From an optimization exercise on the open Yosys and OpenROAD flow, aimed at small area; shortcuts taken in it are not production practice. In this exercise RTL edits were held to simulation tests only and were not proved equivalent to the original. Power figures rest on the tool's default switching activity, not on a simulated workload.

===== design/flow/flow/run.sh =====
#!/bin/bash
set -euo pipefail
export BUFFER_PORTS_ARGS="-buffer_cell sky130_fd_sc_hd__buf_2"
bash standard.sh finish > standard.log 2>&1

===== design/flow/config.mk =====
export PLATFORM = sky130hd
export DESIGN_NAME = rf_writeback
export DESIGN_NICKNAME = rf_writeback
export VERILOG_FILES = /design/flow/design.v
export SDC_FILE = /design/flow/constraint.sdc
export NUM_CORES = 4
export LEC_CHECK = 0
export CAP_MARGIN = 20
export CORE_MARGIN = 2
export CORE_UTILIZATION = 50
export CTS_BUF_LIST = sky130_fd_sc_hd__clkbuf_8
export CTS_CLUSTER_DIAMETER = 50
export CTS_CLUSTER_SIZE = 14
export SETUP_SLACK_MARGIN = 0.25
export SLEW_MARGIN = 20
export SYNTH_HIERARCHICAL = 1

===== design/flow/standard.sh =====
#!/bin/bash
# synth_recipe.tcl (not shown) runs the flow's synth.tcl, then flattens the netlist and writes it again
# the make line also repeats each setting of config.mk as NAME=value (left out here)
make -C /OpenROAD-flow-scripts/flow DESIGN_CONFIG=/design/flow/config.mk WORK_HOME=/design/flow/orfs CLKGATE_MAP_FILE= SYNTH_SCRIPT=/design/flow/synth_recipe.tcl "${@:-finish}"

===== design/flow/constraint.sdc =====
create_clock -name core_clock -period 5.0 [get_ports {clk}]
set_input_delay 1.0000 -clock core_clock [delete_from_list [all_inputs] [get_ports {clk}]]
set_output_delay 1.0000 -clock core_clock [all_outputs]
set_load 0.01 [all_outputs]

===== design/flow/design.v =====
package cpu_types_pkg;
  localparam int XLEN = 32;
  typedef logic [4:0] reg_idx_t;
  typedef logic [XLEN-1:0] xlen_t;
  localparam reg_idx_t REG_ZERO = 5'd0;
endpackage
module rf_scoreboard (
  input  logic                     clk,
  input  logic                     rst,
  input  cpu_types_pkg::reg_idx_t  rs1_addr,
  input  cpu_types_pkg::reg_idx_t  rs2_addr,
  input  logic                     rs1_used,
  input  logic                     rs2_used,
  input  logic                     issue_valid,
  input  cpu_types_pkg::reg_idx_t  issue_rd,
  input  logic                     issue_long,
  input  logic                     wb_valid,
  input  cpu_types_pkg::reg_idx_t  wb_rd,
  input  logic [31:1]              wb_dec,
  input  logic                     kill_valid,
  input  cpu_types_pkg::reg_idx_t  kill_rd,
  output logic                     stall,
  output logic [31:0]              busy_vec
);
  logic [31:1] busy_q, iss_dec, kill_dec;
  logic [31:0] busy_all;
  logic raw1, raw2, waw, issue_lv, set_en;
  always_comb begin
    for (int i = 1; i < 32; i++) begin
      iss_dec[i]  = (issue_rd == i);
      kill_dec[i] = kill_valid & (kill_rd == i);
    end
    busy_all = {busy_q, 1'b0};
    issue_lv = issue_valid & issue_long;
    raw1 = rs1_used & busy_all[rs1_addr] & ~(wb_valid & (wb_rd == rs1_addr));
    raw2 = rs2_used & busy_all[rs2_addr] & ~(wb_valid & (wb_rd == rs2_addr));
    waw  = issue_lv & busy_all[issue_rd] & ~(wb_valid & (wb_rd == issue_rd));
    stall = raw1 | raw2 | waw;
    set_en = issue_lv & ~stall;
  end
  always_ff @(posedge clk or posedge rst) begin
    if (rst) busy_q <= '0;
    else busy_q <= (busy_q & ~wb_dec & ~kill_dec) | ({31{set_en}} & iss_dec);
  end
  assign busy_vec = {busy_q, 1'b0};
endmodule
module rf_hold (
  input  logic we,
  input  logic we_n,
  input  logic x,
  input  logic q,
  output logic nxt
);
  assign nxt = ~((q | we) & (x | we_n));
endmodule
module rf_and3 (
  input  logic a,
  input  logic b,
  input  logic c,
  output logic y
);
  assign y = a & b & c;
endmodule
module rf_rdok (
  input  logic v,
  input  logic wa,
  input  logic wb,
  output logic y
);
  assign y = v & ~(wa & wb);
endmodule
module rf_aoi3 (
  input  logic [2:0] sel,
  input  logic [2:0] d,
  output logic       y_n
);
  assign y_n = ~|(sel & d);
endmodule
module rf_aoi2 (
  input  logic [1:0] sel,
  input  logic [1:0] d,
  output logic       y_n
);
  assign y_n = ~|(sel & d);
endmodule
module rf_rdbit (
  input  logic [31:0] sel,
  input  logic [31:0] d,
  input  logic        inv,
  output logic        y
);
  logic [10:0] t_n;
  for (genvar g = 0; g < 10; g++) begin : g_aoi
    rf_aoi3 u_aoi (.sel(sel[3*g +: 3]), .d(d[3*g +: 3]), .y_n(t_n[g]));
  end
  rf_aoi2 u_aoi_last (.sel(sel[31:30]), .d(d[31:30]), .y_n(t_n[10]));
  assign y = (~&t_n) ^ inv;
endmodule
module rf_writeback (
  input  logic                     clk,
  input  logic                     rst,
  input  cpu_types_pkg::reg_idx_t  rs1_addr,
  input  cpu_types_pkg::reg_idx_t  rs2_addr,
  input  logic                     rs1_used,
  input  logic                     rs2_used,
  output logic [31:0]              rs1_data,
  output logic [31:0]              rs2_data,
  input  logic                     issue_valid,
  input  cpu_types_pkg::reg_idx_t  issue_rd,
  input  logic                     issue_long,
  input  logic                     wb_valid,
  input  cpu_types_pkg::reg_idx_t  wb_rd,
  input  logic [31:0]              wb_data,
  input  logic                     kill_valid,
  input  cpu_types_pkg::reg_idx_t  kill_rd,
  output logic                     stall,
  output logic [31:0]              busy_vec
);
  logic [31:0] regs_q [1:31];    
  logic [31:0] regs_d [1:31];
  logic [31:1] valid_q;
  logic        phase_q;
  logic [31:0] wb_x;             
  logic [31:1] we, rd_ok;
  logic [31:0] sel1, sel2;
  logic        inv1, inv2;
  logic [31:0] valid_all;
  logic [3:0] lo1, lo2, wlo;
  logic [7:0] whi;           
  logic [7:0] hi1, hi2;           
  always_comb begin
    wb_x = wb_data ^ {32{phase_q}};
    valid_all = {valid_q, 1'b0};
    for (int j = 0; j < 4; j++) begin
      lo1[j] = (rs1_addr[1:0] == j);
      lo2[j] = (rs2_addr[1:0] == j);
    end
    for (int j = 0; j < 8; j++) begin
      hi1[j] = (rs1_addr[4:2] == j);
      hi2[j] = (rs2_addr[4:2] == j);
    end
    sel1[0] = wb_valid & (wb_rd == rs1_addr) & (rs1_addr != 5'd0);
    sel2[0] = wb_valid & (wb_rd == rs2_addr) & (rs2_addr != 5'd0);
    for (int j = 0; j < 4; j++) wlo[j] = wb_valid & (wb_rd[1:0] == j);
    for (int j = 0; j < 8; j++) whi[j] = (wb_rd[4:2] == j);
    for (int i = 1; i < 32; i++) we[i] = wlo[i % 4] & whi[i / 4];
    inv1 = phase_q & (sel1[0] | valid_all[rs1_addr]);
    inv2 = phase_q & (sel2[0] | valid_all[rs2_addr]);
  end
  for (genvar i = 1; i < 32; i++) begin : g_sel
    rf_rdok u_ok (.v(valid_q[i]), .wa(wlo[i % 4]), .wb(whi[i / 4]), .y(rd_ok[i]));
    rf_and3 u_sel1 (.a(lo1[i % 4]), .b(hi1[i / 4]), .c(rd_ok[i]), .y(sel1[i]));
    rf_and3 u_sel2 (.a(lo2[i % 4]), .b(hi2[i / 4]), .c(rd_ok[i]), .y(sel2[i]));
  end
  for (genvar b = 0; b < 32; b++) begin : g_rd
    logic [31:0] col;
    always_comb begin
      col[0] = wb_x[b];
      for (int i = 1; i < 32; i++) col[i] = regs_q[i][b];
    end
    rf_rdbit u_rd1 (.sel(sel1), .d(col), .inv(inv1), .y(rs1_data[b]));
    rf_rdbit u_rd2 (.sel(sel2), .d(col), .inv(inv2), .y(rs2_data[b]));
  end
  for (genvar i = 1; i < 32; i++) begin : g_row
    for (genvar b = 0; b < 32; b++) begin : g_bit
      rf_hold u_hold (.we(we[i]), .we_n(~we[i]), .x(wb_x[b]), .q(regs_q[i][b]), .nxt(regs_d[i][b]));
    end
  end
  always_ff @(posedge clk) begin
    for (int i = 1; i < 32; i++) regs_q[i] <= regs_d[i];
  end
  always_ff @(posedge clk or posedge rst) begin
    if (rst) begin
      valid_q <= '0;
      phase_q <= 1'b0;
    end else begin
      valid_q <= valid_q | we;
      phase_q <= ~phase_q;
    end
  end
  rf_scoreboard u_sb (
    .clk(clk), .rst(rst),
    .rs1_addr(rs1_addr), .rs2_addr(rs2_addr), .rs1_used(rs1_used), .rs2_used(rs2_used),
    .issue_valid(issue_valid), .issue_rd(issue_rd), .issue_long(issue_long),
    .wb_valid(wb_valid), .wb_rd(wb_rd), .wb_dec(we), .kill_valid(kill_valid), .kill_rd(kill_rd),
    .stall(stall), .busy_vec(busy_vec)
  );
endmodule

==> run notes, run 1 <==
status=timing/DRC/antenna clean; CTS tree=built; sequential area share after synthesis=51.33%; die width=293 µm; top area cells in the synthesized netlist=dfxtp_1 48%, a222oi_1 15%, o22ai_1 15%, dfrtp_1 3.8%, nand4_1 2.1%; Tcrit/Tclk final=96.28%; Lkg Pwr=18.33 nW; Slew @ Worst Pin=1191 ps; CP most frequent cell=buf_2; WP data arrival=3810 ps; total CTS buffers=112; pin count of the biggest net entering global routing=35; dominant cell type by area after synthesis=dfxtp_1; Clock Tree Buf Depth=3; fin nets=4291; Max Clock Skew=25.07 ps; Synth top cells by count=992 x dfxtp_1, 992 x o22ai_1, 640 x a222oi_1, 139 x nand4_1, 87 x nand3_1; H-tree levels=3; initial DRC count=11.08k; number of synthesized flops with an enable pin=0; total grt overflow=0; DRT antenna net count=0; required time worst endpoint=4000 ps; layout cells sized above 1=20.76%; syn_nets=3776; io pins=162; synth unique cells=59; # rows=105; area grow syn2layout=20.26%; largest stage delay on the critical path=640 ps; syn avg cell area=11.25 µm²; clock latency (worst-skew pair)=850 ps; dominant synthesized flop cell=dfxtp_1; Final min period=4814 ps; drt first pass iters=13; Core Area=82370 µm²; Total Routing Usage GR=49.65%; CP max-delay cell=a222oi_1; vias in the first global route=44.87k; final wirelength=220800 µm; Cell Area, Synth=41760 µm²; clock sinks=1055; Async SR Flop Fraction=5.972%; Power, Total=22.81 mW; first-pass GRT wire length=312000 µm; Synth warnings=11; Max Cap Viol=0; Finish-stage setup viols=0; CP Capture Type=output port; startpoint class of the critical path=input pin; top cell type's share of synthesized area=47.56%; crit-path max FO=32; cell count after synthesis=3711; Hold Path Class=in2async; via count=46.08k; max-slew violations=0; Setup TNS Final=0 ps; VDD IR-drop max=249.9 µV; PD cells=454.2 nW/µm²; CTS root buf=clkbuf_8; initial core utilization=50.70%; DR WL/cell=40.98 µm; Max Fclk=207.7 MHz; initial antenna violation count=12; die height=293 µm; final hold vios=0; port bufs=160; DRC=0; Post-DP HPWL=129500 µm; RD Place Congestion=0.9577; CP cell instances=buf_2 -> and2_1 -> and3_1 -> buf_12 -> a222oi_1 -> nand4_1 -> nor3_4 -> xnor2_1 -> buf_2; Clk pin slew, worst setup/hold paths=80 ps; DIE AREA=85850 µm²; RSZ-0062 raised after global routing=yes; register bit total from synthesis=1055; kind of critical path=in2out; drt via density=8.554; Max-slew headroom=20.10%
==> sequential cells by signal, indices dropped and copies added, names as in the netlist <==
signal	flops
regs_q	992
u_sb.busy_q	31
valid_q	31
phase_q	1
==> layer usage <==
| layer | vias to the layer above | GRT usage (%) | part of all wire (%) |
|---|---|---|---|
| met4 | 15 | 33.91 | 8.6 |
| met1 | 22208 | 60.76 | 34 |
| met3 | 1310 | 22.08 | 18 |
| met2 | 4721 | 69.58 | 40 |
| met5 | - | 2.666 | 0.20 |
| li1 | 17825 | - | - |
==> where the power goes <==
part           switching, mW  internal, mW  total, mW
sequential              1.70          10.4       12.1
clock                   3.50          3.24       6.74
combinational           2.09          1.84       3.93
==> path summary, 6_finish.rpt <==
path,start,endpoint,slack (ps),cells after the start
worst max register to register,u_sb.busy_q[5]$_DFF_PP0_,u_sb.busy_q[14]$_DFF_PP0_,2550,7
worst min register to register,regs_q[13][23]$_DFF_P_,regs_q[13][23]$_DFF_P_,470,1
max in group asynchronous,rst,phase_q$_DFF_PP0_,4300,3
worst min-delay path,rst,u_sb.busy_q[30]$_DFF_PP0_,240,3
min in group core_clock,regs_q[13][23]$_DFF_P_,regs_q[13][23]$_DFF_P_,470,1
worst max-delay path,rs1_addr[1],rs1_data[17],190,9
==> critical path: cells and delay by family <==
kind                   cells  cell delay, ps
AND/OR/NAND/NOR            4            1420
AO/OA/AOI/OAI              1             640
buffers and inverters      3             560
XOR/XNOR                   1             170
==> cell type report <==
cell class,count,area [µm²]
Clock inverter,77,980.9
Inverter,46,181.4
Timing Repair Buffer,447,3908
Clock buffer,122,1679
Antenna cell,6,15.01
Tap cell,1070,1339
Sequential cell,1055,21440
Multi-Input combinational cell,2564,20680
Fill cell,6696,32150
==> Yosys stat by module (local to each module, per instance) <==
module	cell area (µm²)	copies in the design
rf_and3	6.256	62
rf_aoi2	12.51	64
rf_aoi3	10.01	640
rf_hold	6.256	992
rf_rdbit	36.28	64
rf_rdok	11.26	31
rf_scoreboard	2868	1
rf_writeback	22420	1
==> layout by cell type (no fill, tap or decap), drive strengths merged, types with 4 or more instances in the layout <==
cell type,netlist,layout
buf,30,442
inv,44,62
bufinv,0,17
o311ai,4,4
a31oi,6,6
nor2b,30,30
and3,66,66
nor2,18,18
a222oi,640,640
diode,0,6
dfxtp,992,992
mux2i,25,25
nor3,76,76
a22oi,67,67
o21ai,41,41
xor2,40,40
nand3b,18,18
a21oi,4,4
o31ai,6,6
clkinvlp,0,12
a21boi,32,32
xnor2,81,81
nor3b,9,9
nand2,76,76
and2,9,9
nand4,139,139
mux4,27,27
and3b,5,5
dfrtp,63,63
nand4b,4,4
nand3,87,87
o22ai,992,992
nand2b,34,34
clkbuf,16,127
mux2,5,5
clkinv,2,32
==> cell families (layout without fill, tap and decap cells) <==
kind of cell    count (synthesis)  in the layout  share of synthesized area (%)
compound gates               1806           1806                          34.31
flops                        1055           1055                          51.33
buf+inv                        92            692                         0.9947
mux                            57             57                          2.280
xor+xnor                      121            121                          2.538
other cells                     1              7                       0.008980
simple gates                  579            579                          8.542
==> per-stage QoR <==
stage	std cells	util, %	setup slack, ps	hold WS (ps)	instance area (µm²)
2_1_floorplan	3711	-	409.9	441.5	41810
3_5_place_dp	5166	57.27	59.31	460.2	47170
6_report	5387	60.97	185.9	242.1	50220
4_1_cts	5371	60.63	189.5	269.8	49940
5_1_grt	5385	60.96	203.0	286.7	50210
3_3_place_gp	5166	57.27	98.54	449.3	47170
==> repair_timing <==
| action | 4_1_cts | 5_1_grt |
|---|---|---|
| pin swaps | 2 | 45 |
| hold endpoints to repair | 0 | 0 |
| endpoints found under the setup margin | 36 | 52 |
| gates cloned | 0 | 1 |
| setup buffers | 6 | 9 |
| gates resized for setup | 7 | 41 |
| hold buffers | 0 | 0 |
==> inputs of run 2 (changes only) <==
--- a/design/flow/config.mk
+++ b/design/flow/config.mk
@@ -8,9 +8,9 @@
 export CAP_MARGIN = 20
 export CORE_MARGIN = 2
 export CORE_UTILIZATION = 50
-export CTS_BUF_LIST = sky130_fd_sc_hd__clkbuf_8
-export CTS_CLUSTER_DIAMETER = 50
-export CTS_CLUSTER_SIZE = 14
+export CTS_BUF_LIST = sky130_fd_sc_hd__clkbuf_16
+export CTS_CLUSTER_DIAMETER = 80
+export CTS_CLUSTER_SIZE = 24
 export SETUP_SLACK_MARGIN = 0.25
 export SLEW_MARGIN = 20
 export SYNTH_HIERARCHICAL = 1
==> run 2 against run 1 <==
  * Sequential power hardly changed
  * Critical path depth rose by 2
  * Routed wire length shrank 0.58%
  * Utilization down 1.4 points
  * Critical endpoint is now rs1_data[14]
  * Largest power group unchanged
  * Worst setup slack gained 33 ps
  * Critical path type unchanged
  * Fmax grew 0.70%
  * Still clean on timing, DRC and antenna
==> run notes, run 2 <==
status=timing/DRC/antenna clean; CP bufs+invs=4; kind of critical path=in2out; die height=293 µm; startpoint class of the critical path=input pin; die width=293 µm; Worst R2R End=u_sb.busy_q[4]$_DFF_PP0_; port bufs=160; max-slew violations=0; WP data arrival=3780 ps; area grow syn2layout=17.48%; # hold bufs at CTS=0; Clock Tree Buf Depth=3; CTS tree=built; sw frac=32.04%; Cell Area, Synth=41760 µm²; Post-DP HPWL=129500 µm; Async SR Flop Fraction=5.972%; fin nets=4231; H-tree levels=2; synth unique cells=59; Clock power frac=23.5%; register bit total from synthesis=1055; via count=45.84k; Lkg Pwr=17.73 nW; Slew @ Worst Pin=1186 ps; first-pass GRT wire length=309200 µm; syn_nets=3776; VDD IR-drop max=332.7 µV; final wirelength=219500 µm; Final min period=4781 ps; GRT met1 Usage=60.51%; busiest grt layer=met2; Reg power frac=57.8%; Setup TNS Final=0 ps; Max Clock Skew=41.06 ps; io pins=162; CP max-delay cell=nand4_1; reg-to-reg slack, setup=2480 ps; Most flops, register=regs_q; DR WL/cell=41.72 µm; Finish-stage setup viols=0; required time worst endpoint=4000 ps; number of synthesized flops with an enable pin=0; vias in the first global route=44.29k; clock latency (worst-skew pair)=700 ps; RSZ-0062 raised after global routing=yes; Comb pwr share=18.7%; fin util=59.56%; clock sinks=1055; CP cell instances=clkbuf_4 -> or2_2 -> clkinv_4 -> a21boi_2 -> and3_1 -> buf_12 -> a222oi_1 -> nand4_1 -> nor3_2 -> xnor2_1 -> buf_2; met2 Track Usage GR=69.48%; syn avg cell area=11.25 µm²; Power, Total=20.98 mW; Largest regs=regs_q x992, u_sb.busy_q x31, valid_q x31; PD cells=427.7 nW/µm²; crit-path max FO=32; Hold Path Class=in2async; Max Fclk=209.2 MHz; Total Routing Usage GR=49.06%; Largest register FFs=992; CP Capture Type=output port; initial antenna violation count=14; total CTS buffers=53; dominant cell type by area after synthesis=dfxtp_1; Core Area=82370 µm²; Clk pin slew, worst setup/hold paths=100 ps; sequential area share after synthesis=51.33%; top area cells in the synthesized netlist=dfxtp_1 48%, a222oi_1 15%, o22ai_1 15%, dfrtp_1 3.8%, nand4_1 2.1%; Synth top cells by count=992 x dfxtp_1, 992 x o22ai_1, 640 x a222oi_1, 139 x nand4_1, 87 x nand3_1; largest stage delay on the critical path=480 ps; layout cells sized above 1=18.38%; dominant synthesized flop cell=dfxtp_1; Tcrit/Tclk final=95.61%; Sw Pwr=6.723 mW; pin count of the biggest net entering global routing=35; RD Place Congestion=0.9577; drt first pass iters=19; DRT antenna net count=0; DIE AREA=85850 µm²; Pint=14.26 mW; cell count after synthesis=3711; top cell type's share of synthesized area=47.56%; cell count of the worst reg-to-reg path=7; met3 Use GR=20.78%; most frequent cells in the layout=992 x o22ai_1, 992 x dfxtp_1, 640 x a222oi_1; DRC=0; initial core utilization=50.70%; final hold vios=0; hold_ws=435.8 ps; initial DRC count=10.64k; delay-heaviest family, CP=simple AND/OR/NAND/NOR gates; # rows=105; Max-slew headroom=20.85%; Synth warnings=11; R2R Path Start=u_sb.busy_q[5]$_DFF_PP0_; total grt overflow=0; CTS root buf=clkbuf_16; drt via density=8.714; Max Cap Viol=0
==> run 2: cell count changes in the layout (fill, tap and decap cells not counted), sizes merged <==
cell / change
clkbuf: -67
clkinv: -20
bufinv: -17
inv: -11
clkinvlp: -10
buf: -2
diode: +1
==> run 2: layout make-up <==
type                    instances  area [µm²]
fillers                      6799       33310
flip-flops and latches       1055       21440
multi-input cells            2564       20690
repair buffers                446        3881
clock buffers                  54        1351
well taps                    1070        1339
inverters                      46       181.4
clock inverters                19       165.2
diodes                          7       17.52
==> run 2: kinds of logic after synthesis <==
kind of cell	after synthesis	synth area share [%]
AO/OA/AOI/OAI	1806	34.31
flip-flops	1055	51.33
buffers and inverters	92	0.9947
AND/OR/NAND/NOR	579	8.542
multiplexers	57	2.280
other	1	0.008980
XOR/XNOR	121	2.538
==> run 2: repair_timing <==
item | CTS | global route
buffers inserted | 4 | 9
gates resized for setup | 8 | 40
pin swaps | 5 | 33
gates cloned | 0 | 2
setup endpoints to repair | 34 | 52
==> run 2: stage by stage <==
stage          cells  setup WS, ps  instance area (µm²)
6_report        5261         219.4                49060
5_1_grt         5259         221.7                49060
4_1_cts         5243         259.0                48760
3_5_place_dp    5166         59.31                47170
3_3_place_gp    5166         98.54                47170
2_1_floorplan   3711         409.9                41810
==> run 2: per-module statistics from Yosys, one instance, submodules excluded <==
module	cells	flops+latches	cell area, µm²	copies in the design
rf_and3	1	0	6.256	62
rf_aoi2	1	0	12.51	64
rf_aoi3	1	0	10.01	640
rf_hold	1	0	6.256	992
rf_rdbit	5	0	36.28	64
rf_rdok	1	0	11.26	31
rf_scoreboard	326	31	2868	1
rf_writeback	1276	1024	22420	1
==> run 2: worst max path at each step <==
stage / from / end / slack (ps) / cells after the start
after floorplan: wb_rd[0] / rs1_data[0] / 410 / 7
after global placement: rs1_addr[1] / rs1_data[11] / 100 / 9
after detailed placement: rs1_addr[1] / rs1_data[5] / 60 / 9
after CTS: wb_rd[1] / rs1_data[5] / 260 / 12
after global routing: wb_rd[0] / rs2_data[17] / 220 / 11
final: wb_rd[0] / rs1_data[14] / 220 / 11
==> run 2: power groups by stage <==
| stage | clock, mW | combinational [mW] | sequential, mW |
|---|---|---|---|
| 2_1_floorplan | 0 | 2.39 | 11.8 |
| 3_3_place_gp | 0 | 3.59 | 12.0 |
| 3_5_place_dp | 0 | 3.73 | 12.2 |
| 4_1_cts | 4.88 | 3.75 | 12.0 |
| 5_1_grt | 5.23 | 4.11 | 12.3 |
| 6_report | 4.92 | 3.93 | 12.1 |
==> run 2: metal layers <==
| layer | vias up | wire [µm] |
|---|---|---|
| li1 | 17676 | - |
| met5 | - | 292 |
| met4 | 10 | 18450 |
| met2 | 4778 | 88200 |
| met3 | 1288 | 38930 |
| met1 | 22091 | 73630 |
==> run 2: worst reg2reg max path, cell delays in order (launching register included) <==
cell,delay [ps]
dfrtp_1,470
mux4_1,520
mux2_2,290
or3_1,330
o2111ai_2,130
o221ai_2,130
buf_4,240
o31ai_1,280

-- afterwards: timing with drivers on the ports --
In the flow no input, the clock included, has a driving cell. The finished layouts below were timed again as built, in two steps. Step 1 assumes that a clkbuf_16 drives the clock port and a buf_2 every other input. Step 2, shift: input delay + t, output delay - t, t = (earliest + latest rising clock arrival at the registers) / 2. This alone moves slack from input paths to output paths. Three values: ideal ports, drivers, drivers and shift; two values: the first two.
run	t (ns)	slack for setup (ns)	worst setup path after step 2
run 1	0.913	0.186 / 0.160 / 0.160	input to output
run 2	0.742	0.219 / 0.187 / 0.187	input to output
After both steps setup and hold are still met in every run listed. For run 2, which loses most, drivers alone change the setup slack by -0.032 ns; drivers and shift together by -0.032 ns.
